Context: an optimization exercise on an open-source flow, tuned for small area, a short achievable clock period and few clock cycles per item. The choices shown serve that exercise and are no tape-out recipe.

run A:
// matrixTpu
module matrixTpu (
    input  logic         clk,
    input  logic         rst,
    input  logic [13:0]  wrReq,     
    input  logic         start,
    output logic         busy,
    output logic [70:0]  result,    
    output logic         done
);
    logic       wrEn, wrSel;
    logic [3:0] wrAddr;
    logic [7:0] wrData;
    assign wrData = wrReq[7:0];
    assign wrAddr = wrReq[11:8];
    assign wrSel  = wrReq[12];
    assign wrEn   = wrReq[13];
    logic bsy;
    logic wAcc, aAcc, startAcc;
    assign wAcc     = wrEn && !bsy && !wrSel;
    assign aAcc     = wrEn && !bsy &&  wrSel;
    assign startAcc = start && !bsy;
    logic [7:0] wMem [0:15];
    logic [6:0] aMem [0:15];
    always_ff @(posedge clk) begin
        if (wAcc) wMem[wrAddr] <= wrData;
        if (aAcc) aMem[wrAddr] <= wrData[6:0];
    end
    localparam logic [1:0] HOut = 2'd0, HA = 2'd1, HB = 2'd2, HWork = 2'd3;
    logic [3:0] hv;                 
    logic [1:0] hr [0:3];           
    logic [3:0] pend;               
    logic       bldG;               
    logic [1:0] curR, nxtK;
    logic [3:0] em;                 
    logic [1:0] phase;              
    logic       emit, load, last;
    logic [1:0] src, emitRow;
    logic        r0v;
    logic [1:0]  r0r, r0k;
    logic [3:0]  r0one, r0two;      
    logic [2:0]  r0neg;
    logic [31:0] r0w;
    logic        p1v;
    logic [1:0]  p1r, p1k;
    logic        p1fresh;           
    logic [63:0] p1s, p1c;
    logic        cmpl;              
    assign cmpl = p1v && p1k == 2'd3 && pend[p1r];
    logic       copy;
    logic [1:0] copyTo;
    assign copyTo = !hv[HOut] ? HOut : !hv[HA] ? HA : HB;
    assign copy   = hv[HWork] && !(hv[HOut] && hv[HA] && hv[HB]) && !bsy && !startAcc;
    always_comb begin
        emit    = 1'b0;
        load    = 1'b0;
        src     = HWork;
        emitRow = hr[HOut];
        if (!bsy) begin
            emit = startAcc && hv[HOut] && !wAcc && !(aAcc && wrAddr[3:2] == hr[HOut]);
        end else begin
            case (phase)
                2'd1:    src = HA;
  ...
Settings: LEC_CHECK=0, ABC_CLOCK_PERIOD_IN_PS=2200, CAP_MARGIN=20, CORE_MARGIN=2, CORE_UTILIZATION=40, CTS_CLUSTER_DIAMETER=100, CTS_CLUSTER_SIZE=30, SETUP_SLACK_MARGIN=3.0, SLEW_MARGIN=20; clock period 5.5 ns.
run.sh (not shown) runs the stock make flow with config.mk's settings and CLKGATE_MAP_FILE= SYNTH_SCRIPT=/design/flow/synth_recipe.tcl, a recipe that flattens the netlist after the stock synthesis.
For run B, these inputs were changed with respect to run A:
-- flow/config.mk --
<<< run A, line 8
>>> run B, line 8
export ABC_AREA = 1
<<< run A, line 14
export SETUP_SLACK_MARGIN = 3.0
>>> run B, line 15
export SETUP_SLACK_MARGIN = 3.3
Findings:
Against run A, run B comes in 0.16 ns higher on setup slack after layout. Final cell count in run B is 719 above run A. Utilization delta for run B relative to run A: 4.9 points higher. Run B vs run A, slowest stage cell on the critical path: dfrtp_2 vs fa_1. Minimum clock period after layout: run A and run B compared, lower one is run B. Relative to run A, run B degrades cell area after layout. Simple logic cell fraction of the synthesized area: run A and run B compared, lower one is run A. Re worst reg-to-reg path cell count: run A and run B aren't equal, and the higher value belongs to run B. Wire length up 16% in run B wrt run A. When the final numbers for run A and run B were put side by side, the fmax turned out to be greater in run B. Layout multi-input combinational cell count was lower in run A than in run B.
Inputs modified between run B and run C:
-- flow/config.mk --
<<< run B, line 8
export ABC_AREA = 1
>>> run C, line 8
<<< run B, line 15
export SETUP_SLACK_MARGIN = 3.3
>>> run C, line 14
export SETUP_SLACK_MARGIN = 3.2
- All of run C and run B finish clean.
- Against run B, run C comes in 0.10 ns higher on slew at the pin with the worst max-slew slack.
- Placed cell count shrinks by more than 10% when moving from run B to run C.
- Layout overhead on the synthesized area delta for run C relative to run B: 6.3 points lower
- Placement-stage cell area: run C < run B
- Core footprint, run C vs run B: down slightly
- Route | run C vs run B | wire shorter in run C
- The largest family of logic cells by synthesized area comes out simple AND/OR/NAND/NOR gates in one run and adder cells in the other, namely in run B and run C respectively.
- Multi-input combinational cell count was lower in run C than in run B.
No run of this note included a check of the RTL's function; only the layout flow was run.

## separate check: timing with driven ports
How much do the figures lean on ideal ports? The routed layouts below were timed once more, with nothing changed but the port constraints. Step 1 sets driving cells, clkbuf_16 on the clock port and buf_2 on the other inputs (assumed; they add their load-dependent delay and slew). Step 2 times the ports against the registers' clock, not the clock port: input delays grow and output delays shrink by t, the midpoint of the rising clock arrivals with the driver on. Three values: ideal ports, drivers, drivers and shift; two values: the first two.
run | t, ns | setup slack, ns | worst hold slack (ns) | worst register clock-pin slew, ns
run A | 0.708 | 2.917 / 2.886 / 2.253 | 0.342 / 0.342 / 0.342 | 0.12 / 0.12
run B | 0.704 | 3.072 / 3.004 / 2.585 | 0.343 / 0.343 / 0.343 | 0.12 / 0.12
run C | 0.709 | 2.914 / 2.914 / 2.508 | 0.338 / 0.338 / 0.338 | 0.12 / 0.12
After both steps setup and hold are still met in every run listed. For run A, which loses most, drivers alone change the setup slack by -0.031 ns; drivers and shift together by -0.664 ns.
